Context: an optimization exercise on an open-source flow, tuned for small area and a short achievable clock period. The choices shown serve that exercise and are no tape-out recipe.
In this exercise RTL edits were held to simulation tests only and were not proved equivalent to the original.
Power is estimated from default activity; no workload was simulated.

==> flow/design.v (excerpt) <==
module vstore_buf
#(
    parameter int DEPTH  = 8,
    parameter int ADDR_W = 16,
    parameter int DATA_W = 32,
    parameter int BE_W   = DATA_W / 8,
    parameter int IDX_W  = $clog2(DEPTH)
) (
    input  logic              clk,
    input  logic              nrst,
    input  logic              flush,
    input  logic              alloc_en,
    output logic              alloc_ready,
    output logic [IDX_W-1:0]  alloc_idx,
    output logic [IDX_W:0]    tail_ptr,
    input  logic              fill_en,
    input  logic [IDX_W-1:0]  fill_idx,
    input  logic [ADDR_W-1:0] fill_addr,
    input  logic [BE_W-1:0]   fill_be,
    input  logic [DATA_W-1:0] fill_data,
    input  logic              commit_en,
    output logic              commit_err,
    input  logic              ld_en,
    input  logic [ADDR_W-1:0] ld_addr,
    input  logic [BE_W-1:0]   ld_be,
    input  logic [IDX_W:0]    ld_tail,
    output logic [BE_W-1:0]   ld_hit_be,
    output logic [DATA_W-1:0] ld_data,
    output logic              ld_stall,
    output logic              mem_req,
    output logic [ADDR_W-1:0] mem_addr,
    output logic [BE_W-1:0]   mem_be,
    output logic [DATA_W-1:0] mem_data,
    input  logic              mem_ack,
    output logic              empty,
    output logic [IDX_W:0]    count
);
    logic [IDX_W:0]                head, cmt, tail, cmt_nx, ucnt;
    logic [DEPTH-1:0]              filled, we, hsel;
    logic [DEPTH-1:0][ADDR_W-1:0]  e_addr;
    logic [DEPTH-1:0][BE_W-1:0]    e_be;
    logic [DEPTH-1:0][DATA_W-1:0]  e_data;
    logic                          full, alloc_fire, fill_go;
    logic                          commit_ok, drain;
    logic [IDX_W-1:0]              head_i, cmt_i, tail_i;
    assign head_i = head[IDX_W-1:0];
    assign cmt_i  = cmt[IDX_W-1:0];
    assign tail_i = tail[IDX_W-1:0];
    always_comb begin
        count       = tail - head;
        full        = count[IDX_W];
        empty       = (count == '0);
        alloc_ready = !full;
        alloc_idx   = tail_i;
        tail_ptr    = tail;
  ...
Size in the first run: about 440 flip-flops, about 22,000 sq um of cells after synthesis.
==> flow/config.mk <==
export PLATFORM = sky130hd
export DESIGN_NAME = vstore_buf
export DESIGN_NICKNAME = vstore_buf
export VERILOG_FILES = /design/flow/design.v
export SDC_FILE = /design/flow/constraint.sdc
export NUM_CORES = 4
export LEC_CHECK = 0
export CAP_MARGIN = 20
export CORE_MARGIN = 2
export CORE_UTILIZATION = 40
export SETUP_SLACK_MARGIN = 3
export SLEW_MARGIN = 20
==> flow/constraint.sdc <==
create_clock -name core_clock -period 9.0 [get_ports {clk}]
set_input_delay 1.8000 -clock core_clock [delete_from_list [all_inputs] [get_ports {clk}]]
set_output_delay 1.8000 -clock core_clock [all_outputs]
set_load 0.01 [all_outputs]
standard.sh (not shown) runs the stock make flow with config.mk's settings and CLKGATE_MAP_FILE= SYNTH_SCRIPT=/design/flow/synth_recipe.tcl, a recipe that flattens the netlist after the stock synthesis.
==> flow/flow/run.sh <==
#!/bin/bash
# Own layout flow: the standard synthesis unchanged, then the standard
# ORFS layout with the ports buffered by plain buffers (buf_2) instead of
# the delay buffers buffer_ports would pick, and delay cells kept out of
# the resizer's choices. Each make run logs to a file of its own here.
set -uo pipefail
cd "$(dirname "$0")/.."
bash standard.sh synth > flow_synth.log 2>&1 || exit 1
export DONT_USE_CELLS="sky130_fd_sc_hd__clkdlybuf4s* sky130_fd_sc_hd__dlygate4sd*"
bash standard.sh "BUFFER_PORTS_ARGS=-buffer_cell sky130_fd_sc_hd__buf_2" finish > flow_layout.log 2>&1 || exit 1
Change:
==> flow/run.sh (new file) <==
#!/bin/bash
# synth_recipe.tcl (not shown) runs the flow's synth.tcl, then flattens the netlist and writes it again
# the make line also repeats each setting of config.mk as NAME=value (left out here)
make -C /OpenROAD-flow-scripts/flow DESIGN_CONFIG=/design/flow/config.mk WORK_HOME=/design/flow/orfs CLKGATE_MAP_FILE= SYNTH_SCRIPT=/design/flow/synth_recipe.tcl finish
--- a/flow/config.mk
+++ b/flow/config.mk
@@ -9,4 +9,4 @@
 export CORE_MARGIN = 2
 export CORE_UTILIZATION = 40
-export SETUP_SLACK_MARGIN = 3
+export SETUP_SLACK_MARGIN = 3.5
 export SLEW_MARGIN = 20
removed: flow/flow/run.sh
removed: flow/standard.sh
The new run finished clean.
First-iteration DRC count climbs by 3.9%.
Via count climbs by 1.6%.
Wire length climbs by 2.1%.
Final area climbs by 6.3%.
Power climbs by 8.7%.
Die area stays the same.
Change:
--- a/flow/config.mk
+++ b/flow/config.mk
@@ -9,4 +9,4 @@
 export CORE_MARGIN = 2
 export CORE_UTILIZATION = 40
-export SETUP_SLACK_MARGIN = 3.5
+export SETUP_SLACK_MARGIN = 2
 export SLEW_MARGIN = 20
The new run completed without violations.
Maximum frequency shrinks by roughly a tenth.
Global-route usage shrinks by 1.4 points.
Setup slack degrades by 750 ps.
Combinational power shrinks by roughly a tenth.


Another version of the RTL of vstore_buf (not shown whole).
For scale: about 1600 cells after synthesis, ~440 flip-flops, about 190 I/O pins, ~22000 um^2 of cells after synthesis.
## vstore_buf
module vstore_buf
#(
    parameter int DEPTH  = 8,
    parameter int ADDR_W = 16,
    parameter int DATA_W = 32,
    parameter int BE_W   = DATA_W / 8,
    parameter int IDX_W  = $clog2(DEPTH)
) (
    input  logic              clk,
    input  logic              nrst,
    input  logic              flush,
    input  logic              alloc_en,
    output logic              alloc_ready,
    output logic [IDX_W-1:0]  alloc_idx,
    output logic [IDX_W:0]    tail_ptr,
    input  logic              fill_en,
    input  logic [IDX_W-1:0]  fill_idx,
    input  logic [ADDR_W-1:0] fill_addr,
    input  logic [BE_W-1:0]   fill_be,
    input  logic [DATA_W-1:0] fill_data,
    input  logic              commit_en,
    output logic              commit_err,
    input  logic              ld_en,
    input  logic [ADDR_W-1:0] ld_addr,
    input  logic [BE_W-1:0]   ld_be,
    input  logic [IDX_W:0]    ld_tail,
    output logic [BE_W-1:0]   ld_hit_be,
    output logic [DATA_W-1:0] ld_data,
    output logic              ld_stall,
    output logic              mem_req,
    output logic [ADDR_W-1:0] mem_addr,
    output logic [BE_W-1:0]   mem_be,
    output logic [DATA_W-1:0] mem_data,
    input  logic              mem_ack,
    output logic              empty,
    output logic [IDX_W:0]    count
);
==> flow/config.mk <==
export PLATFORM = sky130hd
export DESIGN_NAME = vstore_buf
export DESIGN_NICKNAME = vstore_buf
export VERILOG_FILES = /design/flow/design.v
export SDC_FILE = /design/flow/constraint.sdc
export NUM_CORES = 4
export LEC_CHECK = 0
export CAP_MARGIN = 20
export CORE_MARGIN = 2
export CORE_UTILIZATION = 60
export CTS_CLUSTER_DIAMETER = 80
export CTS_CLUSTER_SIZE = 25
export PLACE_DENSITY = 0.75
export SETUP_SLACK_MARGIN = 2.5
export SLEW_MARGIN = 20
==> flow/constraint.sdc <==
create_clock -name core_clock -period 9.0 [get_ports {clk}]
set_input_delay 1.8000 -clock core_clock [delete_from_list [all_inputs] [get_ports {clk}]]
set_output_delay 1.8000 -clock core_clock [all_outputs]
set_load 0.01 [all_outputs]
==> flow/flow/run.sh <==
#!/bin/bash
# Own layout flow: the standard synthesis unchanged, then the standard
# ORFS layout with the ports buffered by plain buffers (buf_2) instead of
# the delay buffers buffer_ports would pick, and delay cells kept out of
# the resizer's choices. Each make run logs to a file of its own here.
set -uo pipefail
cd "$(dirname "$0")/.."
bash standard.sh synth > flow_synth.log 2>&1 || exit 1
export DONT_USE_CELLS="sky130_fd_sc_hd__clkdlybuf4s* sky130_fd_sc_hd__dlygate4sd*"
bash standard.sh "BUFFER_PORTS_ARGS=-buffer_cell sky130_fd_sc_hd__buf_2" finish > flow_layout.log 2>&1 || exit 1
Edit:
TNS_END_PERCENT = 5   (was not set)
Register-to-register slack is better by 0.31 ns.
Non-clock buffer count decreases by 6.
Total power stays flat.
Routed wire length falls slightly.
Clock skew goes up by 0.0073 ns.
Core utilization falls by 0.72 points.

## separate check: timing with driven ports
Ports are ideal in the flow. The routed layouts listed here were re-timed in OpenROAD. Step 1 sets driving cells, clkbuf_16 on the clock port and buf_2 on the other inputs (assumed; they add their load-dependent delay and slew). Step 2 times the ports against the registers' clock, not the clock port: input delays grow and output delays shrink by t, the midpoint of the rising clock arrivals with the driver on. Three values: ideal ports, drivers, drivers and shift; two values: the first two.
run | t, ns | setup slack, ns | slew at the worst register clock pin (ns)
the first run of note 1 | 0.645 | 2.730 / 2.654 / 2.654 | 0.06 / 0.06
the second run of note 1 | 0.657 | 2.712 / 2.631 / 2.631 | 0.07 / 0.07
the third run of note 1 | 0.657 | 1.967 / 1.926 / 1.926 | 0.07 / 0.07
the first run of note 2 | 0.627 | 2.491 / 2.469 / 2.469 | 0.10 / 0.10
the second run of note 2 | 0.631 | 2.450 / 2.428 / 2.428 | 0.10 / 0.10
After both steps every run listed still meets setup and hold. For the second run of note 1, which loses most, drivers alone change the setup slack by -0.081 ns; drivers and shift together by -0.081 ns.
